From an optimization exercise on the open Yosys and OpenROAD flow, aimed at small area, a short achievable clock period and few clock cycles per item; shortcuts taken in it are not production practice.
No functional check of the RTL was part of any run shown here.
Power is estimated from default activity; no workload was simulated.

**flow/config.mk**
```make
export PLATFORM = sky130hd
export DESIGN_NAME = query_filter
export DESIGN_NICKNAME = query_filter
export VERILOG_FILES = /design/flow/design.v
export SDC_FILE = /design/flow/constraint.sdc
export NUM_CORES = 4
export LEC_CHECK = 0
export CAP_MARGIN = 20
export CORE_MARGIN = 2
export CORE_UTILIZATION = 40
export SLEW_MARGIN = 20
```
**flow/constraint.sdc**
```tcl
create_clock -name core_clock -period 6.0 [get_ports {clk}]
set_input_delay 1.2000 -clock core_clock [delete_from_list [all_inputs] [get_ports {clk}]]
set_output_delay 1.2000 -clock core_clock [all_outputs]
set_load 0.01 [all_outputs]
```
**flow/design.v**
```verilog
`timescale 1ns/1ps
package query_pkg;
	localparam int NUM_PRED  = 8;       
	localparam int COL_W     = 32;
	localparam int BEAT_W    = 256;
	localparam int SEL_W     = $clog2(NUM_PRED);
	localparam int PRED_W    = 48;      
	localparam int TABLE_W   = 2 ** NUM_PRED;
	localparam int CNT_W     = 32;      
	localparam int REC_W     = NUM_PRED * COL_W;
	localparam int PREDS_LO  = 5;
	localparam int PREDS_HI  = NUM_PRED - PREDS_LO;
	localparam int CFG_W     = COL_W + SEL_W + 3;
	localparam logic [7:0] OP_EQ = 8'd0;
	localparam logic [7:0] OP_NE = 8'd1;
	localparam logic [7:0] OP_LT = 8'd2;
	localparam logic [7:0] OP_GT = 8'd3;
	localparam logic [7:0] OP_LE = 8'd4;
	localparam logic [7:0] OP_GE = 8'd5;
	localparam int OP_LSB    = 0;
	localparam int COL_LSB   = 8;
	localparam int VALUE_LSB = 16;
endpackage
`timescale 1ns/1ps
module predicate_unit
(
	input  logic [query_pkg::CFG_W-1:0]    cfg,
	input  logic [query_pkg::REC_W-1:0]    rec,
	output logic                           hit
);
	localparam int COL_W = query_pkg::COL_W;
	localparam int SEL_W = query_pkg::SEL_W;
	logic [COL_W-1:0] value;
	logic [SEL_W-1:0] col;
	logic             use_eq;
	logic             use_lt;
	logic             inv;
	logic [COL_W-1:0] col_val;
	assign value  = cfg[0 +: COL_W];
	assign col    = cfg[COL_W +: SEL_W];
	assign use_eq = cfg[COL_W + SEL_W];
	assign use_lt = cfg[COL_W + SEL_W + 1];
	assign inv    = cfg[COL_W + SEL_W + 2];
	assign col_val = rec[col*COL_W +: COL_W];
	assign hit = ((use_eq && (col_val == value)) || (use_lt && (col_val < value))) ^ inv;
endmodule
`timescale 1ns/1ps
module match_lookup
(
	input  logic                            clk,
	input  logic                            rst,
	input  logic                            in_valid,
	input  logic                            in_last,
	input  logic [query_pkg::NUM_PRED-1:0]  hits,
	input  logic [query_pkg::TABLE_W-1:0]   table_bits,
	output logic                            match_valid,
	output logic                            match,
	output logic                            query_done
);
	always_ff @(posedge clk or negedge rst)
	begin
		if (!rst)
		begin
			match_valid <= 1'b0;
			query_done  <= 1'b0;
		end
		else
		begin
			match_valid <= in_valid;
			query_done  <= in_valid && in_last;
		end
	end
	always_ff @(posedge clk)
		match <= table_bits[hits];
endmodule
`timescale 1ns/1ps
module query_controller
(
	input  logic                                         clk,
	input  logic                                         rst,
	input  logic                                         cmd_pending,
	input  logic [query_pkg::BEAT_W-1:0]                 para_data,
	input  logic                                         rec_valid,
	output logic                                         para_rd,
	output logic                                         cmd_ack,
	output logic                                         query_active,
	output logic [query_pkg::NUM_PRED*query_pkg::CFG_W-1:0] cfgs,
	output logic [query_pkg::TABLE_W-1:0]                table_bits,
	output logic                                         stage_valid,
	output logic                                         stage_last
);
	localparam int PRED_W   = query_pkg::PRED_W;
	localparam int PREDS_LO = query_pkg::PREDS_LO;
	localparam int PREDS_HI = query_pkg::PREDS_HI;
	localparam int CNT_W    = query_pkg::CNT_W;
	localparam int TABLE_W  = query_pkg::TABLE_W;
	localparam int CFG_W    = query_pkg::CFG_W;
	localparam int COL_W    = query_pkg::COL_W;
	localparam int SEL_W    = query_pkg::SEL_W;
	logic [1:0]       beat;        
	logic             active;      
	logic             tail;        
	logic [CNT_W-1:0] cnt;         
	logic             accept;
	logic             pop_last;
	logic [1:0]       beat_n;
	logic             active_n;
	logic             tail_n;
	logic             fifo_ok_n;
	logic             can_pop_n;
	function automatic logic [CFG_W-1:0] decode(input logic [PRED_W-1:0] p);
		logic [7:0] op;
		logic [7:0] col;
		logic       ok;
		logic       e;
		logic       l;
		logic       i;
		op  = p[query_pkg::OP_LSB +: 8];
		col = p[query_pkg::COL_LSB +: 8];
		ok  = (col < 8'(query_pkg::NUM_PRED)) && (op <= query_pkg::OP_GE);
		e   = ok && (op == query_pkg::OP_EQ || op == query_pkg::OP_NE ||
			op == query_pkg::OP_GT || op == query_pkg::OP_LE);
		l   = ok && (op == query_pkg::OP_LT || op == query_pkg::OP_GT ||
			op == query_pkg::OP_LE || op == query_pkg::OP_GE);
		i   = ok && (op == query_pkg::OP_NE || op == query_pkg::OP_GT ||
			op == query_pkg::OP_GE);
		decode = {i, l, e, col[SEL_W-1:0], p[query_pkg::VALUE_LSB +: COL_W]};
	endfunction
	assign query_active = active;
	assign accept       = rec_valid && active;
	assign pop_last     = para_rd && (beat == 2'd3);
	always_comb
	begin
		beat_n   = para_rd ? beat + 2'd1 : beat;
		active_n = active;
		tail_n   = tail;
		if (accept && tail)
		begin
			active_n = 1'b0;
			tail_n   = 1'b0;
		end
		else if (accept && (cnt == CNT_W'(2)))
			tail_n = 1'b1;
		if (pop_last)
		begin
			active_n = 1'b1;
			tail_n   = (cnt == CNT_W'(1));
		end
	end
	assign fifo_ok_n = (beat_n != 2'd0) || (cmd_pending && !pop_last);
	always_comb
	begin
		case (beat_n)
			2'd0:    can_pop_n = !active_n || tail_n;    
			2'd1:    can_pop_n = !active_n;              
			default: can_pop_n = 1'b1;
		endcase
	end
	always_ff @(posedge clk or negedge rst)
	begin
		if (!rst)
		begin
			beat        <= 2'd0;
			active      <= 1'b0;
			tail        <= 1'b0;
			para_rd     <= 1'b0;
			cmd_ack     <= 1'b0;
			stage_valid <= 1'b0;
			stage_last  <= 1'b0;
		end
		else
		begin
			beat        <= beat_n;
			active      <= active_n;
			tail        <= tail_n;
			para_rd     <= fifo_ok_n && can_pop_n;
			cmd_ack     <= pop_last;
			stage_valid <= accept;
			stage_last  <= accept && tail;
		end
	end
	always_ff @(posedge clk)
	begin
		if (para_rd && (beat == 2'd0))
			cnt <= para_data[CNT_W-1:0];
		else if (accept && !tail)
			cnt <= cnt - CNT_W'(1);
	end
	always_ff @(posedge clk)
	begin
		if (para_rd)
		begin
			case (beat)
				2'd1:
					table_bits <= para_data[TABLE_W-1:0];
				2'd2:
				begin
					for (int i = 0; i < PREDS_LO; i++)
						cfgs[i*CFG_W +: CFG_W] <= decode(para_data[i*PRED_W +: PRED_W]);
				end
				2'd3:
				begin
					for (int i = 0; i < PREDS_HI; i++)
						cfgs[(PREDS_LO+i)*CFG_W +: CFG_W] <= decode(para_data[i*PRED_W +: PRED_W]);
				end
				default:
				begin
				end
			endcase
		end
	end
endmodule
`timescale 1ns/1ps
module query_filter
(
	input  logic              clk,
	input  logic              rst,
	input  logic              cmd_pending,
	input  logic [query_pkg::BEAT_W-1:0] para_data,
	output logic              para_rd,
	output logic              cmd_ack,
	input  logic              rec_valid,
	input  logic [query_pkg::REC_W-1:0] rec_data,
	output logic              query_active,
	output logic              match_valid,
	output logic              match,
	output logic              query_done
);
	logic [query_pkg::NUM_PRED*query_pkg::CFG_W-1:0] cfgs;
	logic [query_pkg::TABLE_W-1:0] table_bits;
	logic                stage_valid;
	logic                stage_last;
	logic [query_pkg::NUM_PRED-1:0] hit;
	logic [query_pkg::NUM_PRED-1:0] hits;
	query_controller u_ctrl
	(
		.clk          (clk),
		.rst          (rst),
		.cmd_pending  (cmd_pending),
		.para_data    (para_data),
		.rec_valid    (rec_valid),
		.para_rd      (para_rd),
		.cmd_ack      (cmd_ack),
		.query_active (query_active),
		.cfgs         (cfgs),
		.table_bits   (table_bits),
		.stage_valid  (stage_valid),
		.stage_last   (stage_last)
	);
	for (genvar g = 0; g < query_pkg::NUM_PRED; g++)
	begin : g_pred
		predicate_unit u_pred
		(
			.cfg (cfgs[g*query_pkg::CFG_W +: query_pkg::CFG_W]),
			.rec (rec_data),
			.hit (hit[g])
		);
	end
	always_ff @(posedge clk)
		hits <= hit;
	match_lookup u_lookup
	(
		.clk          (clk),
		.rst          (rst),
		.in_valid     (stage_valid),
		.in_last      (stage_last),
		.hits         (hits),
		.table_bits   (table_bits),
		.match_valid  (match_valid),
		.match        (match),
		.query_done   (query_done)
	);
endmodule
```
**flow/run.sh**
```bash
#!/bin/bash
# synth_recipe.tcl (not shown) runs the flow's synth.tcl, then flattens the netlist and writes it again
# the make line also repeats each setting of config.mk as NAME=value (left out here)
make -C /OpenROAD-flow-scripts/flow DESIGN_CONFIG=/design/flow/config.mk WORK_HOME=/design/flow/orfs CLKGATE_MAP_FILE= SYNTH_SCRIPT=/design/flow/synth_recipe.tcl finish
```
==> results.tsv, run 1 <==
stage	metric	value	unit
worst_setup_path	crit_path_end_kind	register	
pwr	clkPwrFrac	22.7	%
pwr	swShare	37.6	%
timing	setup_viol	0	
worst_setup_path	critPathBufInv	2	
logic_synthesis	ys_warn_count	3	
clock_network	cts_buffers	71	
timing	final_hold_viol_count	0	
worst_setup_path	worstPathArrival	5600	ps
route	drtIter0Drc	4014	
worst_setup_path	critical-path-top-delay-family	simple AND/OR/NAND/NOR gates	
place	numPortBuffers	521	
worst_setup_path	worst-setup-path-type	register to register	
logic_synthesis	synth.most_common_cell	edfxtp_1	
clock_network	hold_buffers	0	
logic_synthesis	yosysSeqAreaShare	41.9	%
logic_synthesis	synth_top_area_cell	edfxtp_1	
clock_network	clock_sinks	611	
pwr	powerDensity	384	nW/um^2
timing	finalCritPeriodShare	84.0	%
pwr	leakagePower	19.2	nW
logic_synthesis	post-synth-top-area-fraction	40.9	%
timing	hold_slack	385	ps
floorplan	die_width	333	um
timing	fin_skew	24.1	ps
worst_hold_path	min_path_type	register to register	
clock_network	clock_path_buffers	3	
worst_setup_path	cp_max_fo	17	
clock_network	cts-root-buf	clkbuf_16	
pwr	seqPwrFrac	32.6	%
logic_synthesis	ys_ff_latch	611	
timing	relSlewSlack	22.6	%
clock_network	clkTransAtPathRegs	60	ps
worst_setup_path	slowest_delay	1060	ps
timing	slew_violations	0	
layout	post-route-util	49.4	%
logic_synthesis	netlist_instances	2891	
logic_synthesis	synthDistinctLibCells	67	
route	post_drt_wl_per_cell	37.4	um
floorplan	coreArea	107000	um^2
pwr	power_frac_comb	44.7	%
run	cap_violations	0	
logic_synthesis	synth_edf_count	592	
timing	tightest_slew	1160	ps
logic_synthesis	async_flop_share	1.64	%
pwr	p_sw	7.66	mW
route	ant_nets	0	
logic_synthesis	synth_commonest_cells	edfxtp_1, mux4_2, ha_1	
layout	final_cells	4867	
logic_synthesis	synth_area_leaders	edfxtp_1, mux4_2, ha_1	
floorplan	placementRows	120	
logic_synthesis	avgSynthCellArea	15.0	um^2
pwr	peakVddDrop	275	uV
layout	syn_to_final_growth	22.2	%
clock_network	cts.htree.levels	3	
global_routing	first_global_vias	31881	
timing	grt_setup_unrepaired	no	
floorplan	die-height	333	um
global_routing	grt_pass1_wl	251	mm
floorplan	dieArea	111000	um^2
clock_network	cts_resized	0	
worst_setup_path	worstPathCellList	buf_4, mux4_2, mux2_2, ha_1, nand4_1, or3_1, nor3_2, buf_4, nand4_1, o311a_1, a31oi_1, xor2_1	
route	dr.pass1.iters	5	
worst_setup_path	crit_required	6570	ps
route	vias	31749	
worst_setup_path	cp-start-kind	register	
logic_synthesis	netlist_area	43400	um^2
timing	min_period	5040	ps
floorplan	io_pins	522	
timing	timing.fmax	199	MHz
global_routing	grt_max_degree	134	
logic_synthesis	syn_nets	3670	
route	drt-total-wl	182	mm
global_routing	grt_util_all_layers	32.4	%
run_status	status	complete, no violations	
pwr	p_int	12.7	mW
place	post-dp-hpwl	133	mm
global_routing	antenna_found_initial	43	
worst_setup_path	cp_slowest_cell	edfxtp_1	
global_routing	overflow	0	
layout	drive_gt1_share	29.0	%
place	gp_congestion	0.946	
route	viasPerCell	6.52	
route	drc	0	
floorplan	start_util	40.4	%
clock_network	post_cts_buffers	0	
clock_network	cts_tree	yes	
clock_network	clk_latency	660	ps
place	dp.cells	4717	
logic_synthesis	synth_flop_cell	edfxtp_1	
layout	final_nets	4166	
## sequential cells by signal, summed over array words and instances, names as in the netlist, 2 cells and up
signal / count
hits: 8
u_ctrl.cfgs: 304
u_ctrl.beat: 2
u_ctrl.table_bits: 256
u_ctrl.cnt: 32
## worst reg2reg max path: stages, from the launching register on
cell and delay [ps]:
edfxtp_1 1060, buf_4 490, mux4_2 480, mux2_2 320, ha_1 300, nand4_1 150
or3_1 390, nor3_2 200, buf_4 230, nand4_1 590, o311a_1 380, a31oi_1 190
xor2_1 170
## path summary, 6_finish.rpt
kind,depth (start not counted),from,slack [ps],to
max,12,u_ctrl.cfgs[147],960,hits[3]
min,0,u_ctrl.stage_valid,380,u_lookup.match_valid
max reg2reg,12,u_ctrl.cfgs[147],960,hits[3]
min reg2reg,0,u_ctrl.stage_valid,380,u_lookup.match_valid
max in group asynchronous,1,rst,4830,u_ctrl.tail
min in group asynchronous,1,rst,870,u_lookup.query_done
## cells in the final DEF, fill, tap and decap left out, types with 18 or more instances in the layout
cell	count
mux2_2	249
nor4_1	26
a21oi_1	64
buf_4	59
xor2_1	20
o21ai_0	75
clkdlybuf4s50_1	521
mux4_2	539
edfxtp_1	592
mux2i_1	73
a21o_1	53
ha_1	263
clkbuf_16	73
nand4_1	61
nor2_1	57
nor2b_1	25
o21a_1	19
nand2_1	87
o22ai_1	24
diode_2	21
buf_12	18
inv_1	261
## kinds of logic after synthesis
logic type / count (synthesis) / synth area share, %
multiplexers: 872 / 36.8
XOR/XNOR: 34 / 0.686
adder cells (fa/ha/maj): 263 / 7.58
AO/OA/AOI/OAI: 312 / 4.66
flip-flops: 611 / 41.9
buffers and inverters: 438 / 3.89
AND/OR/NAND/NOR: 361 / 4.49
## area by class of cell
class / instances / area, um^2
antenna: 21 / 52.6
sequential: 611 / 18200
timing repair buffer: 599 / 6030
tap: 1403 / 1760
clock buffer: 87 / 1880
fill: 9026 / 54300
inverter: 262 / 986
clock inverter: 42 / 586
multi-input combinational: 1842 / 23600
## power by group through the flow
stage / logic (mW) / registers [mW] / clock network, mW
final: 9.09 / 6.64 / 4.63
after global routing: 9.60 / 6.73 / 4.86
after global placement: 8.86 / 6.69 / 0
after floorplan: 5.61 / 6.49 / 0
after CTS: 9.05 / 6.64 / 4.69
after detailed placement: 9.00 / 6.72 / 0
## metal layers
metal	GRT usage (%)	vias up	part of all wire, %
li1	-	12955	-
met4	13.7	52	4.9
met3	7.42	392	8.8
met1	40.3	16538	37
met5	0	-	0.17
met2	54.4	1812	49
## through the flow
| step | worst slack (ps) | power (mW) | instance area, um^2 | TNS, ps |
|---|---|---|---|---|
| 2_1_floorplan | 486 | 12.1 | 43400 | 0 |
| 4_1_cts | 1090 | 20.4 | 53000 | 0 |
| 6_report | 963 | 20.4 | 53100 | 0 |
| 3_3_place_gp | -461 | 15.6 | 50500 | -461 |
| 5_1_grt | 1110 | 21.2 | 53000 | 0 |
| 3_5_place_dp | 710 | 15.7 | 50600 | 0 |
==> run 2, diff against run 1 <==
--- a/flow/config.mk
+++ b/flow/config.mk
@@ -8,4 +8,5 @@
 export CAP_MARGIN = 20
 export CORE_MARGIN = 2
 export CORE_UTILIZATION = 40
+export SETUP_SLACK_MARGIN = 3
 export SLEW_MARGIN = 20
==> run 2 against run 1 <==
Against the previous run: still clean; sequential share of layout area is 3.0 points lower; critical path depth increased by 1; clock skew grew 15 ps; flip-flop and latch count did not move; critical path type is now primary input to register.
==> results.tsv, run 2 <==
stage	metric	value	unit	change
run_status	status	complete, no violations		
logic_synthesis	avgSynthCellArea	15.0	um^2	unchanged
logic_synthesis	netlist_instances	2891		unchanged
layout	multiInputGateArea	25300	um^2	+7.4%
pwr	powerDensity	383	nW/um^2	-0.11%
clock_network	hold_buffers	0		unchanged
layout	final_cell_mix	edfxtp_1, mux4_2, clkdlybuf4s50_1, inv_1, ha_1		
worst_setup_path	worst-setup-path-type	primary input to register		
route	drt-total-wl	210	mm	+15%
layout	largest_reg_flops	304		unchanged
worst_setup_path	worstRegToRegCells	13		+1
worst_hold_path	min_path_type	register to register		
floorplan	dieArea	111000	um^2	unchanged
global_routing	grt_max_degree	175		+31%
global_routing	grt_pass1_wl	281	mm	+12%
worst_setup_path	cp_common_cell	nand4_1		
logic_synthesis	synth_top_area_cell	edfxtp_1		
timing	relSlewSlack	18.4	%	-4.2 points
floorplan	coreArea	107000	um^2	unchanged
route	vias	34181		+7.7%
pwr	p_int	13.5	mW	+6.6%
pwr	power_frac_comb	51.6	%	+6.9 points
timing	timing.fmax	262	MHz	+32%
logic_synthesis	ys_warn_count	3		unchanged
pwr	p_sw	8.74	mW	+14%
floorplan	die-height	333	um	unchanged
route	post_drt_wl_per_cell	40.9	um	+9.4%
logic_synthesis	synth_edf_count	592		unchanged
worst_setup_path	crit_required	6570	ps	about the same
pwr	clkPwrFrac	19.2	%	-3.5 points
timing	final_hold_viol_count	0		unchanged
place	numPortBuffers	521		unchanged
floorplan	io_pins	522		unchanged
logic_synthesis	synth_area_leaders	edfxtp_1, mux4_2, ha_1		
floorplan	die_width	333	um	unchanged
timing	setup_viol	0		unchanged
layout	seqCellArea	18200	um^2	about the same
layout	top_register	u_ctrl.cfgs		
route	dr.pass1.iters	5		unchanged
pwr	seqPwrFrac	29.2	%	-3.4 points
pwr	leakagePower	21.8	nW	+14%
timing	finalCritPeriodShare	63.6	%	-20 points
logic_synthesis	async_flop_share	1.64	%	unchanged
logic_synthesis	netlist_area	43400	um^2	unchanged
route	ant_nets	0		unchanged
place	post-dp-hpwl	137	mm	+2.5%
pwr	swShare	39.2	%	+1.6 points
worst_setup_path	critPathBufInv	3		+1
floorplan	start_util	40.4	%	unchanged
logic_synthesis	ys_ff_latch	611		unchanged
logic_synthesis	synth_flop_cell	edfxtp_1		
timing	grt_setup_unrepaired	yes		
global_routing	grt_util_all_layers	37.1	%	+4.7 points
global_routing	antenna_found_initial	73		+70%
layout	final_nets	4399		+5.6%
clock_network	clock_path_buffers	3		unchanged
clock_network	cts.htree.levels	3		unchanged
route	viasPerCell	6.67		+2.2%
worst_setup_path	crit_path_end_kind	register		
timing	fin_setup_tns	0	ps	unchanged
logic_synthesis	synth.most_common_cell	edfxtp_1		
worst_setup_path	cp_slowest_cell	mux4_2		
worst_setup_path	cp-start-kind	primary input		
floorplan	placementRows	120		unchanged
layout	nFillCells	8652		-4.1%
layout	reg_top3	u_ctrl.cfgs x304, u_ctrl.table_bits x256, u_ctrl.cnt x32		
timing	fin_skew	39.0	ps	+14.9 ps
route	drtIter0Drc	4041		+0.67%
logic_synthesis	yosysSeqAreaShare	41.9	%	unchanged
logic_synthesis	syn_nets	3670		unchanged
timing	hold_slack	368	ps	-16.3 ps
layout	final_common_cell	edfxtp_1		
worst_setup_path	worstPathCellList	buf_4, mux4_2, mux2_4, ha_4, nand4_1, or3_4, nor3_4, buf_12, nand4_1, buf_6, o311a_4, a31oi_4, xor2_1		
route	drc	0		unchanged
layout	syn_to_final_growth	33.8	%	
place	gp_congestion	0.945		-0.12%
worst_setup_path	cp.depth	13		+1
logic_synthesis	synthDistinctLibCells	67		unchanged
timing	tightest_slew	1220	ps	+66.6 ps
worst_setup_path	cp_max_fo	8		-9
clock_network	clock_sinks	611		unchanged
clock_network	cts-root-buf	clkbuf_16		
global_routing	overflow	0		unchanged
clock_network	clk_latency	670	ps	about the same
logic_synthesis	post-synth-top-area-fraction	40.9	%	unchanged
worst_setup_path	worstPathArrival	4380	ps	-1220 ps
layout	drive_gt1_share	41.0	%	+12 points
clock_network	cts_tree	yes		
worst_setup_path	slowest_delay	620	ps	-440 ps
worst_setup_path	critical-path-top-delay-family	simple AND/OR/NAND/NOR gates		
clock_network	cts_buffers	68		-4.2%
worst_hold_path	holdPathStages	0		unchanged
pwr	peakVddDrop	753	uV	+170%
timing	slew_violations	0		unchanged
timing	min_period	3820	ps	-1220 ps
run	cap_violations	0		unchanged
logic_synthesis	synth_commonest_cells	edfxtp_1, mux4_2, ha_1		
global_routing	first_global_vias	33687		+5.7%
clock_network	clkTransAtPathRegs	60	ps	about the same
-- run 2: cell counts after synthesis --
Identical to the previous run, type by type.
-- run 2: final cells by class --
cell class | count | area share, %
Clock buffer | 80 | 3.01
Tap cell | 1403 | 3.02
Timing Repair Buffer | 835 | 16.3
Clock inverter | 45 | 0.859
Antenna cell | 50 | 0.215
Sequential cell | 611 | 31.3
Multi-Input combinational cell | 1842 | 43.6
Inverter | 262 | 1.70
-- run 2: per-stage QoR --
stage                     cells  power [mW]  util (%)  instance area, um^2  setup slack, ps
after floorplan            2891        12.1         -                43800             2590
after detailed placement   4709        15.9      47.3                50800              273
after global routing       5097        23.0      54.1                58000             2180
final                      5128        22.3      54.1                58100             2180
after CTS                  5004        21.6      52.8                56700             2110
after global placement     4706        15.7      47.2                50700              213
-- run 2: power groups by stage --
| stage | Combinational (mW) | Clock (mW) | Sequential, mW |
|---|---|---|---|
| final | 11.5 | 4.27 | 6.51 |
| after global routing | 11.9 | 4.48 | 6.60 |
| after CTS | 10.8 | 4.31 | 6.50 |
| after detailed placement | 9.22 | 0 | 6.66 |
| after global placement | 9.11 | 0 | 6.64 |
| after floorplan | 5.73 | 0 | 6.38 |
-- run 2: timing repair --
item                                    4_1_cts  5_1_grt
pin swaps                                    88       81
gates resized for setup                     810      140
buffers inserted                            123       71
cloned                                       47        3
endpoints found under the setup margin        9       14
-- run 2: kinds of logic after synthesis --
logic type / after synthesis / synth area share (%)
AO/OA/AOI/OAI: 312 / 4.66
XOR/XNOR: 34 / 0.686
adder cells (fa/ha/maj): 263 / 7.58
buffers and inverters: 438 / 3.89
flip-flops: 611 / 41.9
multiplexers: 872 / 36.8
AND/OR/NAND/NOR: 361 / 4.49
-- run 2: final timing paths --
check / start / endpoint / slack (ps)
setup reg to reg: u_ctrl.cfgs[146] / hits[3] / 2190
hold reg to reg: u_ctrl.stage_valid / u_lookup.match_valid / 370
setup / recovery: rec_data[246] / hits[3] / 2180
hold / removal: u_ctrl.stage_valid / u_lookup.match_valid / 370
max in group asynchronous: rst / u_ctrl.stage_last / 4770
min in group asynchronous: rst / u_ctrl.cmd_ack / 900
-- run 2: per-layer routing --
metal	up-vias	track usage (%)	routed length [um]
met3	641	10.6	23600
met1	17629	44.5	72700
met5	-	0	230
met4	34	24.2	17800
met2	2384	58.4	95500
li1	13493	-	-
==> run 3, diff against run 2 <==
--- a/flow/design.v
+++ b/flow/design.v
@@ -10,7 +10,9 @@
 	localparam int REC_W     = NUM_PRED * COL_W;
 	localparam int PREDS_LO  = 5;
 	localparam int PREDS_HI  = NUM_PRED - PREDS_LO;
-	localparam int CFG_W     = COL_W + SEL_W + 3;
+	localparam int CFG_W     = COL_W + NUM_PRED + 3;
+	localparam int CHUNK_W   = 8;
+	localparam int NUM_CHUNK = COL_W / CHUNK_W;
 	localparam logic [7:0] OP_EQ = 8'd0;
 	localparam logic [7:0] OP_NE = 8'd1;
 	localparam logic [7:0] OP_LT = 8'd2;
@@ -24,39 +26,69 @@
 `timescale 1ns/1ps
 module predicate_unit
 (
-	input  logic [query_pkg::CFG_W-1:0]    cfg,
-	input  logic [query_pkg::REC_W-1:0]    rec,
-	output logic                           hit
+	input  logic [query_pkg::CFG_W-1:0]     cfg,
+	input  logic [query_pkg::REC_W-1:0]     rec,
+	output logic [query_pkg::NUM_CHUNK-1:0] eq,
+	output logic [query_pkg::NUM_CHUNK-1:0] lt
 );
-	localparam int COL_W = query_pkg::COL_W;
-	localparam int SEL_W = query_pkg::SEL_W;
-	logic [COL_W-1:0] value;
-	logic [SEL_W-1:0] col;
-	logic             use_eq;
-	logic             use_lt;
-	logic             inv;
-	logic [COL_W-1:0] col_val;
-	assign value  = cfg[0 +: COL_W];
-	assign col    = cfg[COL_W +: SEL_W];
-	assign use_eq = cfg[COL_W + SEL_W];
-	assign use_lt = cfg[COL_W + SEL_W + 1];
-	assign inv    = cfg[COL_W + SEL_W + 2];
-	assign col_val = rec[col*COL_W +: COL_W];
-	assign hit = ((use_eq && (col_val == value)) || (use_lt && (col_val < value))) ^ inv;
+	localparam int COL_W     = query_pkg::COL_W;
+	localparam int NUM_PRED  = query_pkg::NUM_PRED;
+	localparam int CHUNK_W   = query_pkg::CHUNK_W;
+	localparam int NUM_CHUNK = query_pkg::NUM_CHUNK;
+	logic [COL_W-1:0]    value;
+	logic [NUM_PRED-1:0] col;
+	logic [COL_W-1:0]    col_val;
+	assign value = cfg[0 +: COL_W];
+	assign col   = cfg[COL_W +: NUM_PRED];
+	always_comb
+	begin
+		col_val = '0;
+		for (int c = 0; c < NUM_PRED; c++)
+			col_val = col_val | (rec[c*COL_W +: COL_W] & {COL_W{col[c]}});
+	end
+	for (genvar k = 0; k < NUM_CHUNK; k++)
+	begin : g_chunk
+		assign eq[k] = (col_val[k*CHUNK_W +: CHUNK_W] == value[k*CHUNK_W +: CHUNK_W]);
+		assign lt[k] = (col_val[k*CHUNK_W +: CHUNK_W] <  value[k*CHUNK_W +: CHUNK_W]);
+	end
 endmodule
 `timescale 1ns/1ps
 module match_lookup
 (
-	input  logic                            clk,
-	input  logic                            rst,
-	input  logic                            in_valid,
-	input  logic                            in_last,
-	input  logic [query_pkg::NUM_PRED-1:0]  hits,
-	input  logic [query_pkg::TABLE_W-1:0]   table_bits,
-	output logic                            match_valid,
-	output logic                            match,
-	output logic                            query_done
+	input  logic                                              clk,
+	input  logic                                              rst,
+	input  logic                                              in_valid,
+	input  logic                                              in_last,
+	input  logic [query_pkg::NUM_PRED*query_pkg::NUM_CHUNK-1:0] eq,
+	input  logic [query_pkg::NUM_PRED*query_pkg::NUM_CHUNK-1:0] lt,
+	input  logic [query_pkg::NUM_PRED*query_pkg::CFG_W-1:0]   cfgs,
+	input  logic [query_pkg::TABLE_W-1:0]                     table_bits,
+	output logic                                              match_valid,
+	output logic                                              match,
+	output logic                                              query_done
 );
+	localparam int NUM_PRED  = query_pkg::NUM_PRED;
+	localparam int NUM_CHUNK = query_pkg::NUM_CHUNK;
+	localparam int CFG_W     = query_pkg::CFG_W;
+	localparam int FLAG_LSB  = query_pkg::COL_W + query_pkg::NUM_PRED;
+	logic [NUM_PRED-1:0] hits;
+	always_comb
+	begin
+		for (int p = 0; p < NUM_PRED; p++)
+		begin
+			logic e;
+			logic l;
+			e = 1'b1;
+			l = 1'b0;
+			for (int k = NUM_CHUNK - 1; k >= 0; k--)
+			begin
+				l = l | (e & lt[p*NUM_CHUNK + k]);
+				e = e & eq[p*NUM_CHUNK + k];
+			end
+			hits[p] = ((cfgs[p*CFG_W + FLAG_LSB] & e) | (cfgs[p*CFG_W + FLAG_LSB + 1] & l)) ^
+				cfgs[p*CFG_W + FLAG_LSB + 2];
+		end
+	end
 	always_ff @(posedge clk or negedge rst)
 	begin
 		if (!rst)
@@ -115,6 +147,7 @@
 		logic       e;
 		logic       l;
 		logic       i;
+		logic [query_pkg::NUM_PRED-1:0] oh;
 		op  = p[query_pkg::OP_LSB +: 8];
 		col = p[query_pkg::COL_LSB +: 8];
 		ok  = (col < 8'(query_pkg::NUM_PRED)) && (op <= query_pkg::OP_GE);
@@ -124,7 +157,9 @@
 			op == query_pkg::OP_LE || op == query_pkg::OP_GE);
 		i   = ok && (op == query_pkg::OP_NE || op == query_pkg::OP_GT ||
 			op == query_pkg::OP_GE);
-		decode = {i, l, e, col[SEL_W-1:0], p[query_pkg::VALUE_LSB +: COL_W]};
+		for (int c = 0; c < query_pkg::NUM_PRED; c++)
+			oh[c] = (col == 8'(c));
+		decode = {i, l, e, oh, p[query_pkg::VALUE_LSB +: COL_W]};
 	endfunction
 	assign query_active = active;
 	assign accept       = rec_valid && active;
@@ -230,8 +265,10 @@
 	logic [query_pkg::TABLE_W-1:0] table_bits;
 	logic                stage_valid;
 	logic                stage_last;
-	logic [query_pkg::NUM_PRED-1:0] hit;
-	logic [query_pkg::NUM_PRED-1:0] hits;
+	logic [query_pkg::NUM_PRED*query_pkg::NUM_CHUNK-1:0] eq;
+	logic [query_pkg::NUM_PRED*query_pkg::NUM_CHUNK-1:0] lt;
+	logic [query_pkg::NUM_PRED*query_pkg::NUM_CHUNK-1:0] eq_r;
+	logic [query_pkg::NUM_PRED*query_pkg::NUM_CHUNK-1:0] lt_r;
 	query_controller u_ctrl
 	(
 		.clk          (clk),
@@ -253,18 +290,24 @@
 		(
 			.cfg (cfgs[g*query_pkg::CFG_W +: query_pkg::CFG_W]),
 			.rec (rec_data),
-			.hit (hit[g])
+			.eq  (eq[g*query_pkg::NUM_CHUNK +: query_pkg::NUM_CHUNK]),
+			.lt  (lt[g*query_pkg::NUM_CHUNK +: query_pkg::NUM_CHUNK])
 		);
 	end
 	always_ff @(posedge clk)
-		hits <= hit;
+	begin
+		eq_r <= eq;
+		lt_r <= lt;
+	end
 	match_lookup u_lookup
 	(
 		.clk          (clk),
 		.rst          (rst),
 		.in_valid     (stage_valid),
 		.in_last      (stage_last),
-		.hits         (hits),
+		.eq           (eq_r),
+		.lt           (lt_r),
+		.cfgs         (cfgs),
 		.table_bits   (table_bits),
 		.match_valid  (match_valid),
 		.match        (match),
--- a/flow/config.mk
+++ b/flow/config.mk
@@ -8,5 +8,4 @@
 export CAP_MARGIN = 20
 export CORE_MARGIN = 2
 export CORE_UTILIZATION = 40
-export SETUP_SLACK_MARGIN = 3
 export SLEW_MARGIN = 20
==> run 3 against run 2 <==
Against the previous run: worst hold slack better by 24 ps; core utilization is 5.6 points lower; sequential share of layout area is 8.0 points higher; critical path type is now register to register; largest cell class is now flip-flops and latches; largest power group is now sequential cells; highest routed layer unchanged.
==> results.tsv, run 3 <==
stage	metric	value	unit	change
run_status	status	complete, no violations		
pwr	peakVddDrop	270	uV	-64%
layout	syn_to_final_growth	20.2	%	
clock_network	clkTransAtPathRegs	60	ps	about the same
timing	fin_setup_tns	0	ps	unchanged
global_routing	overflow	0		unchanged
layout	top_register	u_ctrl.cfgs		
logic_synthesis	synth_commonest_cells	a22oi_1, edfxtp_1, nand4_1		
clock_network	cts.htree.levels	3		unchanged
clock_network	clock_sinks	707		+16%
worst_setup_path	worst-setup-path-type	register to register		
logic_synthesis	ys_warn_count	4		+1
logic_synthesis	synth_top_area_cell	edfxtp_1		
timing	fin_skew	40.4	ps	+1.45 ps
logic_synthesis	avgSynthCellArea	10.6	um^2	-29%
place	numPortBuffers	521		unchanged
worst_setup_path	cp-start-kind	register		
worst_hold_path	min_path_type	register to register		
clock_network	clock_path_buffers	3		unchanged
global_routing	grt_pass1_wl	324	mm	+15%
route	post_drt_wl_per_cell	41.0	um	+0.20%
run	cap_violations	0		unchanged
layout	largest_reg_flops	344		+13%
floorplan	dieArea	111000	um^2	-0.13%
route	viasPerCell	7.42		+11%
clock_network	post_cts_buffers	0		-100%
worst_setup_path	cp_max_fo	26		+18
pwr	leakagePower	18.8	nW	-14%
layout	final_cell_mix	a22oi_1, edfxtp_1, clkdlybuf4s50_1, nand4_1, ha_1		
place	gp_congestion	1.04		+9.8%
worst_setup_path	worstReg2RegStart	u_ctrl.cfgs[84]		
logic_synthesis	synth.most_common_cell	a22oi_1		
clock_network	cts-root-buf	clkbuf_16		
clock_network	clk_latency	700	ps	+30 ps
logic_synthesis	synth_area_leaders	edfxtp_1, a22oi_1, ha_1		
pwr	powerDensity	388	nW/um^2	+1.3%
timing	final_hold_viol_count	0		unchanged
logic_synthesis	post-synth-top-area-fraction	43.8	%	+2.8 points
timing	timing.fmax	231	MHz	-12%
worst_setup_path	r2r_slack	1670	ps	-520 ps
logic_synthesis	netlist_instances	4072		+41%
timing	finalCritPeriodShare	72.1	%	+8.5 points
floorplan	io_pins	522		unchanged
floorplan	die_width	333	um	about the same
layout	drive_gt1_share	7.12	%	-34 points
logic_synthesis	synth_flop_cell	edfxtp_1		
floorplan	placementRows	120		unchanged
worst_hold_path	hold_end	u_lookup.match_valid		
route	drtIter0Drc	9974		+150%
route	drc	0		unchanged
global_routing	grt_util_all_layers	41.4	%	+4.3 points
layout	reg_top3	u_ctrl.cfgs x344, u_ctrl.table_bits x256		
timing	setup_ws	1670	ps	-510 ps
clock_network	hold_buffers	0		unchanged
timing	relSlewSlack	9.29	%	-9.1 points
logic_synthesis	synthDistinctLibCells	81		+21%
logic_synthesis	synth_edf_count	632		+6.8%
pwr	power	20.2	mW	-9.2%
logic_synthesis	ys_ff_latch	707		+16%
worst_setup_path	worstPathArrival	4840	ps	+460 ps
layout	final_nets	5069		+15%
worst_hold_path	min_from	u_ctrl.stage_valid		
timing	slew_violations	0		unchanged
global_routing	first_global_vias	40019		+19%
logic_synthesis	async_flop_share	1.41	%	-0.22 points
clock_network	cts_buffers	81		+19%
route	dr.pass1.iters	21		+16
floorplan	start_util	40.4	%	-0.051 points
logic_synthesis	yosysSeqAreaShare	47.3	%	+5.4 points
timing	grt_setup_unrepaired	no		
worst_setup_path	crit_required	6520	ps	-50 ps
clock_network	cts_tree	yes		
worst_hold_path	holdPathStages	0		unchanged
worst_setup_path	worstRegToRegCells	11		-2
place	preCtsSetupSlack	1780	ps	+1510 ps
logic_synthesis	syn_nets	4851		+32%
floorplan	coreArea	107000	um^2	unchanged
route	vias	43008		+26%
clock_network	cts_resized	0		-100%
global_routing	grt_max_degree	126		-28%
logic_synthesis	netlist_area	43400	um^2	-0.13%
layout	finish.instance_area	52100	um^2	-10%
route	ant_nets	0		unchanged
route	drt-total-wl	238	mm	+13%
timing	min_period	4330	ps	+510 ps
place	place_area	49300	um^2	-2.9%
timing	tightest_slew	1360	ps	+137 ps
place	post-dp-hpwl	164	mm	+20%
floorplan	die-height	333	um	about the same
global_routing	antenna_found_initial	72		-1.4%
timing	setup_viol	0		unchanged
worst_setup_path	reg2reg_to	u_lookup.match		
worst_setup_path	crit_path_end_kind	register		
layout	final_common_cell	a22oi_1		
## run 3: stage by stage
stage | util (%) | hold WS (ps) | std cells
floorplan | - | 347 | 4072
global placement | 45.9 | 370 | 5610
detailed placement | 45.9 | 381 | 5610
CTS | 48.5 | 394 | 5756
global route | 48.5 | 419 | 5770
finish | 48.6 | 393 | 5800
## run 3: cells by family (layout without fill, tap and decap cells)
logic type               after synthesis  after routing  share of synthesized area (%)
flip-flops                           707            707                           47.3
buffers and inverters                743           1024                           6.82
adder cells (fa/ha/maj)              263            263                           7.59
AND/OR/NAND/NOR                      855            855                           11.2
other                                  0             44                              0
XOR/XNOR                              34             34                          0.687
multiplexers                          72             72                           2.58
AO/OA/AOI/OAI                       1398           1398                           23.8
## run 3: how the worst max path moves through the flow
| stage | startpoint | to | slack, ps | cells past startpoint |
|---|---|---|---|---|
| global route | u_ctrl.cfgs[84] | u_lookup.match | 1620 | 11 |
| global placement | lt_r[3] | u_lookup.match | 1810 | 10 |
| floorplan | u_ctrl.beat[1] | u_ctrl.table_bits[0] | 1830 | 3 |
| CTS | u_ctrl.cfgs[84] | u_lookup.match | 1770 | 11 |
| finish | u_ctrl.cfgs[84] | u_lookup.match | 1670 | 11 |
| detailed placement | u_ctrl.cfgs[84] | u_lookup.match | 1780 | 11 |
## run 3: power by group
part | leakage (nW) | switching, mW | total (mW) | internal, mW
clock network | 1.33 | 2.16 | 5.25 | 3.09
logic | 11.0 | 5.07 | 7.49 | 2.42
registers | 6.53 | 0.669 | 7.49 | 6.82
## run 3: routing by layer
metal / global-route usage (%) / part of all wire [%]
met3: 24.7 / 18
met1: 49.4 / 35
met2: 55.6 / 38
met4: 26.3 / 9.3
met5: 2.39 / 0.30
## run 3: area by class of cell
type / instances / area (um^2)
Antenna cell: 44 / 110
Clock buffer: 101 / 2130
Clock inverter: 45 / 591
Tap cell: 1403 / 1760
Inverter: 238 / 898
Fill cell: 9669 / 55200
Timing Repair Buffer: 640 / 6210
Sequential cell: 707 / 20500
Multi-Input combinational cell: 2622 / 19900
## run 3: worst max-delay path, cell delays in order (launching register included)
cell and delay, ps:
edfxtp_1 420, a22oi_2 190, or2_1 130, buf_4 370
a21boi_4 150, nor2_4 730, buf_4 500, mux4_2 570
mux2i_1 280, o211ai_1 130, a211oi_1 500, o32ai_1 160
==> run 4, diff against run 3 <==
--- a/flow/config.mk
+++ b/flow/config.mk
@@ -8,4 +8,5 @@
 export CAP_MARGIN = 20
 export CORE_MARGIN = 2
 export CORE_UTILIZATION = 40
+export SETUP_SLACK_MARGIN = 3
 export SLEW_MARGIN = 20
==> run 4 against run 3 <==
Against the previous run: die area unchanged; critical endpoint unchanged; flip-flop and latch count unchanged; worst hold slack got worse by 14 ps; fmax increased by 32%; synthesized cell count unchanged; critical path depth decreased by 2.
==> results.tsv, run 4 <==
stage	metric	value	unit	change
timing	grt_setup_unrepaired	yes		
clock_network	cts-root-buf	clkbuf_16		
route	drt-total-wl	241	mm	+1.2%
place	preCtsSetupSlack	1570	ps	-215 ps
pwr	p_int	12.5	mW	+1.2%
floorplan	io_pins	522		unchanged
logic_synthesis	avgSynthCellArea	10.6	um^2	unchanged
timing	slew_violations	0		unchanged
timing	setup_viol	0		unchanged
logic_synthesis	synth_edf_count	632		unchanged
logic_synthesis	netlist_area	43400	um^2	unchanged
worst_setup_path	startpoint	u_ctrl.cfgs[127]		
place	place_area	49200	um^2	-0.18%
clock_network	cts.htree.levels	3		unchanged
worst_setup_path	worstPathArrival	3830	ps	-1010 ps
timing	finalCritPeriodShare	54.8	%	-17 points
logic_synthesis	netlist_instances	4072		unchanged
layout	reg_top3	u_ctrl.cfgs x344, u_ctrl.table_bits x256		
worst_setup_path	reg2reg_to	u_lookup.match		
worst_setup_path	crit_path_end_kind	register		
worst_setup_path	worstRegToRegCells	9		-2
worst_setup_path	cp-endpoint	u_lookup.match		
clock_network	clock_path_buffers	3		unchanged
pwr	swShare	39.7	%	+0.68 points
pwr	powerDensity	385	nW/um^2	-0.75%
worst_setup_path	critical-path-top-delay-family	compound AO/OA/AOI/OAI gates		
logic_synthesis	synth_commonest_cells	a22oi_1, edfxtp_1, nand4_1		
global_routing	antenna_found_initial	85		+18%
timing	fin_skew	39.8	ps	-0.635 ps
layout	syn_to_final_growth	24.0	%	
layout	final_nets	5167		+1.9%
layout	final_common_cell	a22oi_1		
floorplan	dieArea	111000	um^2	unchanged
floorplan	placementRows	120		unchanged
worst_setup_path	cp_common_cell	a22oi_1		
worst_setup_path	cp.depth	9		-2
worst_setup_path	worstPathCellList	a22oi_1, nor2_1, or3_1, a22oi_1, a31oi_1, o221ai_1, o211ai_1, a211oi_4, o32ai_2		
floorplan	die_width	333	um	unchanged
layout	drive_gt1_share	10.9	%	+3.8 points
worst_setup_path	worstReg2RegStart	u_ctrl.cfgs[127]		
logic_synthesis	async_flop_share	1.41	%	unchanged
clock_network	cts_buffers	80		-1.2%
pwr	power	20.7	mW	+2.4%
pwr	power_frac_comb	39.1	%	+2.1 points
logic_synthesis	ys_warn_count	4		unchanged
layout	largest_reg_flops	344		unchanged
pwr	clkPwrFrac	25.0	%	-0.9 points
clock_network	clkTransAtPathRegs	60	ps	about the same
worst_hold_path	min_path_type	register to register		
logic_synthesis	yosysSeqAreaShare	47.3	%	unchanged
worst_setup_path	cp-start-kind	register		
worst_setup_path	crit_required	6540	ps	+20 ps
route	viasPerCell	7.46		+0.64%
timing	final_hold_viol_count	0		unchanged
global_routing	grt_pass1_wl	326	mm	+0.82%
floorplan	die-height	333	um	unchanged
global_routing	grt_max_degree	132		+4.8%
timing	min_period	3290	ps	-1040 ps
logic_synthesis	synth_top_area_cell	edfxtp_1		
layout	final_cell_mix	a22oi_1, edfxtp_1, clkdlybuf4s50_1, nand4_1, ha_1		
timing	tightest_slew	1170	ps	-190 ps
worst_setup_path	critPathBufInv	0		-2
layout	finish.instance_area	53800	um^2	+3.1%
clock_network	clk_latency	690	ps	about the same
timing	timing.fmax	304	MHz	+32%
route	ant_nets	0		unchanged
clock_network	clock_sinks	707		unchanged
place	gp_congestion	1.07		+3.5%
place	dp.cells	5599		-0.20%
logic_synthesis	ys_ff_latch	707		unchanged
layout	final_cells	5920		+2.1%
pwr	p_sw	8.23	mW	+4.2%
timing	relSlewSlack	22.0	%	+13 points
logic_synthesis	synthDistinctLibCells	81		unchanged
global_routing	overflow	0		unchanged
layout	nFillCells	9552		-1.2%
worst_setup_path	slowest_delay	660	ps	-70 ps
floorplan	start_util	40.4	%	unchanged
route	post_drt_wl_per_cell	40.7	um	-0.81%
timing	setup_ws	2710	ps	+1040 ps
global_routing	first_global_vias	40415		+0.99%
place	post-dp-hpwl	164	mm	-0.56%
run	cap_violations	0		unchanged
clock_network	cts_tree	yes		
route	dr.pass1.iters	23		+9.5%
route	drc	0		unchanged
timing	fin_setup_tns	0	ps	unchanged
layout	top_register	u_ctrl.cfgs		
worst_setup_path	r2r_slack	2710	ps	+1040 ps
pwr	leakagePower	20.2	nW	+7.4%
logic_synthesis	synth.most_common_cell	a22oi_1		
worst_setup_path	cp_slowest_cell	a22oi_1		
logic_synthesis	post-synth-top-area-fraction	43.8	%	unchanged
route	drtIter0Drc	10059		+0.85%
run_status	status	complete, no violations		
floorplan	coreArea	107000	um^2	unchanged
worst_setup_path	worst-setup-path-type	register to register		
worst_setup_path	cp_max_fo	5		-81%
logic_synthesis	synth_flop_cell	edfxtp_1		
logic_synthesis	synth_area_leaders	edfxtp_1, a22oi_1, ha_1		
global_routing	grt_util_all_layers	41.9	%	+0.47 points
place	numPortBuffers	521		unchanged
logic_synthesis	syn_nets	4851		unchanged
pwr	peakVddDrop	530	uV	+96%
pwr	seqPwrFrac	35.9	%	-1.1 points
route	vias	44179		+2.7%
run 4: cell types whose count changed in the layout (fill, tap and decap cells not counted), sizes merged, moves of 6 or more:
cell / before / now
buf: 119 / 209
dlygate4sd2: 0 / 24
clkbuf: 101 / 107
dlymetal6s2s: 0 / 76
clkinv: 21 / 31
diode: 44 / 61
clkdlybuf4s50: 521 / 412
run 4: area by class of cell:
type                            instances  area (um^2)  area share, %
Clock buffer                           98         2110           3.93
Clock inverter                         52          618           1.15
Antenna cell                           61          153          0.284
Tap cell                             1403         1760           3.26
Sequential cell                       707        20500           38.2
Multi-Input combinational cell       2627        20300           37.8
Inverter                              238          897           1.67
Timing Repair Buffer                  734         7370           13.7
run 4: logic make-up after synthesis:
| family | count (synthesis) | share of synthesized area, % |
|---|---|---|
| fa+ha+maj | 263 | 7.59 |
| simple gates | 855 | 11.2 |
| flops | 707 | 47.3 |
| buf+inv | 743 | 6.82 |
| xor+xnor | 34 | 0.687 |
| compound gates | 1398 | 23.8 |
| mux | 72 | 2.58 |
run 4: metrics by stage:
stage               util (%)  hold slack [ps]
floorplan                  -              347
global placement        45.8              356
detailed placement      45.8              371
CTS                     49.1              378
global route            50.0              384
finish                  50.1              379
run 4: per-layer routing:
metal / global-route usage [%] / vias to the layer above / routed length, um
li1: - / 16848 / -
met1: 49.6 / 20914 / 82700
met2: 54.9 / 4716 / 90500
met3: 25.6 / 1639 / 43300
met4: 28.4 / 62 / 23600
met5: 5.95 / - / 728
run 4: how the worst min path moves through the flow:
stage / from / end / depth (start not counted)
floorplan: u_ctrl.stage_valid / u_lookup.match_valid / 0
global placement: u_ctrl.stage_valid / u_lookup.match_valid / 0
detailed placement: u_ctrl.stage_valid / u_lookup.match_valid / 0
CTS: u_ctrl.stage_valid / u_lookup.match_valid / 0
global route: u_ctrl.stage_valid / u_lookup.match_valid / 0
finish: u_ctrl.stage_valid / u_lookup.match_valid / 0
run 4: power groups by stage:
stage / Clock, mW / Combinational [mW] / Sequential [mW]
6_report: 5.17 / 8.10 / 7.43
5_1_grt: 5.38 / 8.29 / 7.50
4_1_cts: 5.18 / 7.23 / 7.46
3_5_place_dp: 0 / 6.81 / 7.60
3_3_place_gp: 0 / 6.74 / 7.60
2_1_floorplan: 0 / 4.11 / 7.32
run 4: what timing repair did:
action / 4_1_cts / 5_1_grt
gates cloned: 8 / 1
setup endpoints to repair: 22 / 38
pin swaps: 28 / 40
resized for setup: 93 / 141
hold buffers: 0 / 0
buffers inserted: 53 / 47
==> run 5, diff against run 4 <==
--- a/flow/design.v
+++ b/flow/design.v
@@ -10,7 +10,7 @@
 	localparam int REC_W     = NUM_PRED * COL_W;
 	localparam int PREDS_LO  = 5;
 	localparam int PREDS_HI  = NUM_PRED - PREDS_LO;
-	localparam int CFG_W     = COL_W + NUM_PRED + 3;
+	localparam int CFG_W     = COL_W + SEL_W + 3;
 	localparam int CHUNK_W   = 8;
 	localparam int NUM_CHUNK = COL_W / CHUNK_W;
 	localparam logic [7:0] OP_EQ = 8'd0;
@@ -36,16 +36,11 @@
 	localparam int CHUNK_W   = query_pkg::CHUNK_W;
 	localparam int NUM_CHUNK = query_pkg::NUM_CHUNK;
 	logic [COL_W-1:0]    value;
-	logic [NUM_PRED-1:0] col;
+	logic [query_pkg::SEL_W-1:0] col;
 	logic [COL_W-1:0]    col_val;
 	assign value = cfg[0 +: COL_W];
-	assign col   = cfg[COL_W +: NUM_PRED];
-	always_comb
-	begin
-		col_val = '0;
-		for (int c = 0; c < NUM_PRED; c++)
-			col_val = col_val | (rec[c*COL_W +: COL_W] & {COL_W{col[c]}});
-	end
+	assign col   = cfg[COL_W +: query_pkg::SEL_W];
+	assign col_val = rec[col*COL_W +: COL_W];
 	for (genvar k = 0; k < NUM_CHUNK; k++)
 	begin : g_chunk
 		assign eq[k] = (col_val[k*CHUNK_W +: CHUNK_W] == value[k*CHUNK_W +: CHUNK_W]);
@@ -70,7 +65,7 @@
 	localparam int NUM_PRED  = query_pkg::NUM_PRED;
 	localparam int NUM_CHUNK = query_pkg::NUM_CHUNK;
 	localparam int CFG_W     = query_pkg::CFG_W;
-	localparam int FLAG_LSB  = query_pkg::COL_W + query_pkg::NUM_PRED;
+	localparam int FLAG_LSB  = query_pkg::COL_W + query_pkg::SEL_W;
 	logic [NUM_PRED-1:0] hits;
 	always_comb
 	begin
@@ -147,7 +142,6 @@
 		logic       e;
 		logic       l;
 		logic       i;
-		logic [query_pkg::NUM_PRED-1:0] oh;
 		op  = p[query_pkg::OP_LSB +: 8];
 		col = p[query_pkg::COL_LSB +: 8];
 		ok  = (col < 8'(query_pkg::NUM_PRED)) && (op <= query_pkg::OP_GE);
@@ -157,9 +151,7 @@
 			op == query_pkg::OP_LE || op == query_pkg::OP_GE);
 		i   = ok && (op == query_pkg::OP_NE || op == query_pkg::OP_GT ||
 			op == query_pkg::OP_GE);
-		for (int c = 0; c < query_pkg::NUM_PRED; c++)
-			oh[c] = (col == 8'(c));
-		decode = {i, l, e, oh, p[query_pkg::VALUE_LSB +: COL_W]};
+		decode = {i, l, e, col[SEL_W-1:0], p[query_pkg::VALUE_LSB +: COL_W]};
 	endfunction
 	assign query_active = active;
 	assign accept       = rec_valid && active;
--- a/flow/config.mk
+++ b/flow/config.mk
@@ -8,5 +8,5 @@
 export CAP_MARGIN = 20
 export CORE_MARGIN = 2
 export CORE_UTILIZATION = 40
-export SETUP_SLACK_MARGIN = 3
+export SETUP_SLACK_MARGIN = 3.5
 export SLEW_MARGIN = 20
==> run 5 against run 4 <==
Against the previous run: still clean on timing, DRC and antenna; flip-flop and latch count down 40; via count shrank 23%; register-to-register slack gained 120 ps; routed wire length down 20%; first-iteration DRC count fell by 56%; count of clock-buffer cells in the layout up 9; total power increased by 20%; sequential power shrank 2%; non-clock buffer count grew 128; die area rose by 2.4%; clock skew fell by 7.0 ps; worst setup slack gained 120 ps; critical endpoint unchanged; highest routed layer unchanged.
==> results.tsv, run 5 <==
stage	metric	value	unit	change
logic_synthesis	ys_ff_latch	667		-5.7%
route	post_drt_wl_per_cell	36.0	um	-11%
layout	final_common_cell	edfxtp_1		
worst_setup_path	cp-start-kind	register		
layout	largest_reg_flops	304		-12%
worst_setup_path	worstPathArrival	3670	ps	-160 ps
logic_synthesis	synth_flop_cell	edfxtp_1		
route	drc	0		unchanged
global_routing	antenna_found_initial	57		-33%
timing	fin_setup_tns	0	ps	unchanged
layout	final_nets	4524		-12%
logic_synthesis	ys_warn_count	3		-1
layout	final_cells	5339		-9.8%
run	cap_violations	0		unchanged
timing	slew_violations	0		unchanged
place	numPortBuffers	521		unchanged
pwr	powerDensity	407	nW/um^2	+5.8%
floorplan	die-height	337	um	+1.2%
clock_network	cts.htree.levels	3		unchanged
global_routing	grt_pass1_wl	262	mm	-20%
logic_synthesis	netlist_instances	2985		-27%
clock_network	cts-root-buf	clkbuf_16		
route	vias	34197		-23%
logic_synthesis	synth.most_common_cell	edfxtp_1		
route	ant_nets	0		unchanged
layout	top_register	u_ctrl.cfgs		
logic_synthesis	yosysSeqAreaShare	43.5	%	-3.8 points
floorplan	placementRows	122		+1.7%
clock_network	clock_sinks	667		-5.7%
logic_synthesis	synth_area_leaders	edfxtp_1, mux4_2, ha_1		
timing	tightest_slew	1040	ps	-127 ps
layout	nFillCells	8888		-7.0%
layout	syn_to_final_growth	36.8	%	
floorplan	start_util	40.3	%	-0.14 points
layout	seqCellArea	19300	um^2	-5.9%
logic_synthesis	synth_commonest_cells	edfxtp_1, mux4_2, ha_1		
logic_synthesis	post-synth-top-area-fraction	40.0	%	-3.8 points
pwr	leakagePower	22.5	nW	+11%
timing	fin_skew	32.8	ps	-7.01 ps
logic_synthesis	synthDistinctLibCells	58		-28%
logic_synthesis	synth_edf_count	592		-6.3%
floorplan	dieArea	114000	um^2	+2.4%
floorplan	io_pins	522		unchanged
global_routing	grt_util_all_layers	33.5	%	-8.4 points
clock_network	cts_buffers	76		-5.0%
run_status	status	complete, no violations		
logic_synthesis	synth_top_area_cell	edfxtp_1		
logic_synthesis	netlist_area	44400	um^2	+2.5%
clock_network	hold_buffers	0		unchanged
layout	reg_top3	u_ctrl.cfgs x304, u_ctrl.table_bits x256		
layout	final_cell_mix	edfxtp_1, mux4_2, clkdlybuf4s50_1, inv_1		
logic_synthesis	avgSynthCellArea	14.9	um^2	+40%
clock_network	clk_latency	640	ps	-50 ps
worst_setup_path	crit_required	6510	ps	-30 ps
layout	drive_gt1_share	43.9	%	+33 points
timing	timing.fmax	316	MHz	+3.9%
floorplan	die_width	337	um	+1.2%
timing	finalCritPeriodShare	52.7	%	-2.1 points
clock_network	clkTransAtPathRegs	60	ps	about the same
timing	final_hold_viol_count	0		unchanged
worst_setup_path	cp_max_fo	38		+33
worst_hold_path	min_path_type	register to register		
timing	min_period	3160	ps	-125 ps
route	drt-total-wl	192	mm	-20%
timing	setup_viol	0		unchanged
route	drtIter0Drc	4454		-56%
clock_network	cts_tree	yes		
pwr	peakVddDrop	337	uV	-36%
layout	multiInputGateArea	26400	um^2	+30%
timing	relSlewSlack	30.4	%	+8.5 points
timing	hold_slack	376	ps	-2.40 ps
place	dp.cells	4891		-13%
place	gp_congestion	0.908		-15%
clock_network	clock_path_buffers	3		unchanged
route	viasPerCell	6.41		-14%
global_routing	first_global_vias	33233		-18%
global_routing	grt_max_degree	168		+27%
logic_synthesis	async_flop_share	1.50	%	+0.085 points
place	post-dp-hpwl	127	mm	-22%
timing	grt_setup_unrepaired	yes		
global_routing	overflow	0		unchanged
logic_synthesis	syn_nets	3764		-22%
route	dr.pass1.iters	6		-74%
worst_setup_path	crit_path_end_kind	register		
worst_setup_path	worst-setup-path-type	register to register		
floorplan	coreArea	110000	um^2	+2.8%
## run 5: changes by cell type in the layout (fill, tap and decap cells not counted), moves of 76 or more
cell	previous run	this run
a22oi_1	1054	4
ha_1	263	151
mux4_2	31	550
clkdlybuf4s50_1	412	259
dlygate4sd2_1	24	109
nand4_1	294	71
ha_4	0	99
dlymetal6s2s_1	76	0
mux2_2	5	126
mux2_4	0	102
## run 5: per-stage QoR
step	util, %	total power [mW]	setup WS (ps)	instance area [um^2]
2_1_floorplan	-	13.3	2930	44700
3_3_place_gp	47.0	16.8	1580	51900
3_5_place_dp	47.0	16.9	1580	51900
4_1_cts	54.0	24.1	2890	59600
5_1_grt	55.0	25.7	2760	60700
6_report	55.1	24.7	2840	60800
## run 5: logic make-up after synthesis
logic type               after synthesis  share of synthesized area, %
AO/OA/AOI/OAI                        308                          4.61
XOR/XNOR                              42                         0.828
buffers and inverters                415                          3.57
adder cells (fa/ha/maj)              263                          7.41
AND/OR/NAND/NOR                      453                          5.10
multiplexers                         837                          35.0
flip-flops                           667                          43.5
## run 5: layout make-up
type / count / area share [%]
clock buffer: 107 / 3.58
timing repair buffer: 862 / 15.8
tap: 1488 / 3.06
multi-input combinational: 1905 / 43.5
inverter: 233 / 1.45
sequential: 667 / 31.8
antenna: 44 / 0.181
clock inverter: 33 / 0.706
## run 5: metal layers
layer / track usage [%] / share of wire (%)
met5: 0 / 0.10
met4: 15.6 / 5.6
met3: 9.77 / 13
met2: 50.1 / 44
met1: 44.9 / 37
## run 5: path summary, 6_finish.rpt
check | startpoint | endpoint | slack (ps) | cells past startpoint
min in group asynchronous | rst | u_ctrl.cmd_ack | 880 | 1
worst min-delay path | u_ctrl.stage_valid | u_lookup.match_valid | 380 | 0
max in group asynchronous | rst | u_ctrl.para_rd | 4790 | 1
worst max-delay path | lt_r[1] | u_lookup.match | 2840 | 10
worst min register to register | u_ctrl.stage_valid | u_lookup.match_valid | 380 | 0
worst max register to register | lt_r[1] | u_lookup.match | 2840 | 10
## run 5: critical path: stages, from the launching register on
cell and delay (ps):
dfxtp_1 510, a21oi_1 130, o22ai_1 190, a21oi_2 100, xnor2_4 350, buf_12 340
mux4_2 360, mux4_2 550, a21o_1 200, a211oi_2 170, o32ai_1 110
## run 5: power by group
group,total [mW],internal [mW],switching [mW]
Sequential,7.28,6.73,0.555
Combinational,12.5,5.89,6.65
Clock,4.92,2.93,1.99
## run 5: timing repair
item,CTS,global route
setup endpoints to repair,186,114
resized for setup,1067,206
pin swaps,118,95
setup buffers,194,34
cloned,34,2
==> run 6, diff against run 5 <==
--- a/flow/design.v
+++ b/flow/design.v
@@ -11,7 +11,7 @@
 	localparam int PREDS_LO  = 5;
 	localparam int PREDS_HI  = NUM_PRED - PREDS_LO;
 	localparam int CFG_W     = COL_W + SEL_W + 3;
-	localparam int CHUNK_W   = 8;
+	localparam int CHUNK_W   = 16;
 	localparam int NUM_CHUNK = COL_W / CHUNK_W;
 	localparam logic [7:0] OP_EQ = 8'd0;
 	localparam logic [7:0] OP_NE = 8'd1;
@@ -66,7 +66,14 @@
 	localparam int NUM_CHUNK = query_pkg::NUM_CHUNK;
 	localparam int CFG_W     = query_pkg::CFG_W;
 	localparam int FLAG_LSB  = query_pkg::COL_W + query_pkg::SEL_W;
-	logic [NUM_PRED-1:0] hits;
+	localparam int LO_W  = NUM_PRED / 2;
+	localparam int NUM_HI = 2 ** (NUM_PRED - LO_W);
+	logic [NUM_PRED-1:0]        hits;
+	logic [NUM_HI-1:0]          part;
+	logic [NUM_HI-1:0]          part_r;
+	logic [NUM_PRED-LO_W-1:0]   hi_r;
+	logic                       valid_r;
+	logic                       last_r;
 	always_comb
 	begin
 		for (int p = 0; p < NUM_PRED; p++)
@@ -84,21 +91,34 @@
 				cfgs[p*CFG_W + FLAG_LSB + 2];
 		end
 	end
+	always_comb
+	begin
+		for (int j = 0; j < NUM_HI; j++)
+			part[j] = table_bits[j*(2**LO_W) + hits[LO_W-1:0]];
+	end
 	always_ff @(posedge clk or negedge rst)
 	begin
 		if (!rst)
 		begin
+			valid_r     <= 1'b0;
+			last_r      <= 1'b0;
 			match_valid <= 1'b0;
 			query_done  <= 1'b0;
 		end
 		else
 		begin
-			match_valid <= in_valid;
-			query_done  <= in_valid && in_last;
+			valid_r     <= in_valid;
+			last_r      <= in_last;
+			match_valid <= valid_r;
+			query_done  <= valid_r && last_r;
 		end
 	end
 	always_ff @(posedge clk)
-		match <= table_bits[hits];
+	begin
+		part_r <= part;
+		hi_r   <= hits[NUM_PRED-1:LO_W];
+		match  <= part_r[hi_r];
+	end
 endmodule
 `timescale 1ns/1ps
 module query_controller
==> run 6 against run 5 <==
Against the previous run: still clean on timing, DRC and antenna; core utilization up 0.40 points; worst hold slack worse by 29 ps; fmax up 3.9%; routed wire length up 5.8%; global-route usage up 1.7 points; count of clock-buffer cells in the layout down 9; final area up 0.59%; cell count down 1.0%; sequential share of layout area down 0.50 points; clock power up 1%.
==> results.tsv, run 6 <==
stage	metric	value	unit	change
timing	setup_viol	0		unchanged
worst_setup_path	cp-start-kind	register		
pwr	leakagePower	22.3	nW	-0.51%
run_status	status	complete, no violations		
timing	final_hold_viol_count	0		unchanged
timing	tightest_slew	1120	ps	+79.4 ps
layout	syn_to_final_growth	38.1	%	
layout	post-route-util	55.5	%	+0.40 points
clock_network	cts.htree.levels	3		unchanged
logic_synthesis	async_flop_share	1.83	%	+0.33 points
logic_synthesis	ys_ff_latch	657		-1.5%
worst_hold_path	min_path_type	register to register		
worst_setup_path	crit_required	6540	ps	+30 ps
worst_setup_path	crit_path_end_kind	register		
floorplan	die_width	337	um	-0.19%
floorplan	dieArea	113000	um^2	-0.39%
worst_setup_path	worstPathArrival	3590	ps	-80 ps
clock_network	cts_buffers	77		+1.3%
timing	relSlewSlack	25.1	%	-5.3 points
logic_synthesis	post-synth-top-area-fraction	40.2	%	+0.16 points
global_routing	first_global_vias	34238		+3.0%
layout	reg_top3	u_ctrl.cfgs x304, u_ctrl.table_bits x256, u_ctrl.cnt x32		
route	viasPerCell	6.53		+2.0%
layout	largest_reg_flops	304		unchanged
global_routing	grt_util_all_layers	35.2	%	+1.7 points
floorplan	die-height	337	um	-0.19%
run	cap_violations	0		unchanged
route	dr.pass1.iters	5		-1
logic_synthesis	netlist_instances	2903		-2.7%
logic_synthesis	synth.most_common_cell	edfxtp_1		
global_routing	grt_pass1_wl	273	mm	+4.1%
logic_synthesis	netlist_area	44300	um^2	-0.39%
logic_synthesis	synth_area_leaders	edfxtp_1, mux4_2, ha_1		
timing	slew_violations	0		unchanged
timing	finalCritPeriodShare	50.8	%	-2.0 points
place	gp_congestion	0.990		+9.0%
worst_setup_path	startpoint	u_ctrl.cfgs[260]		
route	drtIter0Drc	4042		-9.3%
worst_setup_path	cp_max_fo	8		-79%
worst_setup_path	cp-endpoint	lt_r[12]		
layout	final_common_cell	edfxtp_1		
route	drc	0		unchanged
clock_network	clkTransAtPathRegs	60	ps	about the same
route	drt-total-wl	203	mm	+5.8%
logic_synthesis	synth_edf_count	592		unchanged
place	post-dp-hpwl	127	mm	about the same
layout	final_cell_mix	edfxtp_1, mux4_2, clkdlybuf4s50_1, inv_1, buf_4		
worst_setup_path	worst-setup-path-type	register to register		
layout	drive_gt1_share	45.7	%	+1.7 points
floorplan	io_pins	522		unchanged
logic_synthesis	ys_warn_count	3		unchanged
worst_setup_path	worstReg2RegStart	u_ctrl.cfgs[260]		
pwr	peakVddDrop	203	uV	-40%
timing	fin_skew	38.6	ps	+5.85 ps
global_routing	overflow	0		unchanged
logic_synthesis	synth_top_area_cell	edfxtp_1		
clock_network	clock_sinks	657		-1.5%
logic_synthesis	synth_flop_cell	edfxtp_1		
route	post_drt_wl_per_cell	38.5	um	+6.9%
route	vias	34528		+0.97%
logic_synthesis	synth_commonest_cells	edfxtp_1, mux4_2, ha_1		
clock_network	cts-root-buf	clkbuf_16		
timing	grt_setup_unrepaired	yes		
timing	timing.fmax	328	MHz	+3.9%
place	numPortBuffers	521		unchanged
floorplan	coreArea	110000	um^2	-0.14%
floorplan	start_util	40.2	%	-0.10 points
logic_synthesis	avgSynthCellArea	15.2	um^2	+2.4%
timing	min_period	3050	ps	-118 ps
timing	hold_slack	347	ps	-29.2 ps
floorplan	placementRows	122		unchanged
route	ant_nets	0		unchanged
global_routing	grt_max_degree	176		+4.8%
worst_setup_path	r2r_slack	2950	ps	+120 ps
timing	fin_setup_tns	0	ps	unchanged
layout	top_register	u_ctrl.cfgs		
logic_synthesis	syn_nets	3682		-2.2%
layout	final_nets	4456		-1.5%
clock_network	clock_path_buffers	3		unchanged
logic_synthesis	synthDistinctLibCells	61		+5.2%
logic_synthesis	yosysSeqAreaShare	43.2	%	-0.26 points
pwr	powerDensity	187	nW/um^2	-54%
layout	nFillCells	8828		-0.68%
pwr	power	11.4	mW	-54%
clock_network	clk_latency	690	ps	+50 ps
global_routing	antenna_found_initial	82		+44%
worst_setup_path	reg2reg_to	lt_r[12]		
worst_setup_path	worstRegToRegCells	12		+2
clock_network	cts_tree	yes		
==> run 6: cell count changes after synthesis, moves of 16 or more <==
cell / before / now
mux4_2: 550 / 570
o21a_1: 2 / 20
nand3_1: 17 / 39
inv_1: 233 / 258
mux2i_1: 59 / 43
a21oi_1: 48 / 65
nand2b_1: 36 / 18
nand4_1: 71 / 46
a211oi_1: 57 / 17
a21o_1: 64 / 42
nor2_1: 109 / 69
==> run 6: layout make-up <==
class                      instances  area (um^2)  area share (%)
timing repair buffer             865        10100            16.5
timing repair inverter             1         7.51          0.0123
clock buffer                      98         2050            3.35
multi-input combinational       1817        26200            42.9
sequential                       657        19100            31.3
inverter                         258          972            1.59
clock inverter                    44          638            1.04
tap                             1488         1860            3.05
antenna                           57          143           0.233
==> run 6: worst min-delay path by stage <==
stage | start | endpoint | cells after the start
floorplan | u_ctrl.stage_last | u_lookup.last_r | 0
global placement | u_ctrl.stage_last | u_lookup.last_r | 0
detailed placement | u_ctrl.stage_last | u_lookup.last_r | 0
CTS | u_ctrl.stage_last | u_lookup.last_r | 0
global route | u_ctrl.stage_last | u_lookup.last_r | 0
finish | u_ctrl.stage_last | u_lookup.last_r | 0
==> run 6: power by group <==
| part | switching (mW) | internal, mW | leakage (nW) |
|---|---|---|---|
| Combinational | 0.679 | 0.736 | 15.1 |
| Sequential | 0.0142 | 4.99 | 5.94 |
| Clock | 2.05 | 2.94 | 1.28 |
==> run 6: per-layer routing <==
layer	track usage [%]	vias to the layer above	part of all wire [%]
met5	0	-	0.18
met2	53.6	2460	44
met3	11.3	633	12
met1	42.7	17795	35
met4	24.0	54	8.2
li1	-	13586	-
==> run 6: timing repair <==
action,CTS,global route
resized for setup,994,160
hold buffers,0,0
setup endpoints to repair,146,78
pin swaps,93,104
gates cloned,57,8
buffers inserted,147,78
==> run 6: logic make-up (layout without fill, tap and decap cells) <==
group	count (synthesis)	count (layout)	synth area share, %
mux	859	859	36.4
flops	657	657	43.2
buf+inv	430	1266	3.74
simple gates	366	366	4.18
compound gates	293	294	4.29
fa+ha+maj	263	263	7.44
xor+xnor	35	35	0.710
other cells	0	57	0
==> run 6: per-stage QoR <==
stage / cells / cell area (um^2) / worst slack (ps)
after CTS: 5142 / 59400 / 2970
after global routing: 5257 / 61100 / 2860
after global placement: 4796 / 52100 / 1600
after floorplan: 2903 / 45100 / 2850
after detailed placement: 4796 / 52100 / 1600
final: 5285 / 61100 / 2950
==> run 6: critical path, stage by stage (launching register included) <==
cell      delay, ps
edfxtp_1        370
buf_12          140
buf_16          150
mux4_2          520
mux2_4          330
ha_4            300
a21oi_1          70
o22ai_2         160
o21a_1          140
o21ai_0          70
a221o_1         360
a31oi_4         190
nor2_4          100
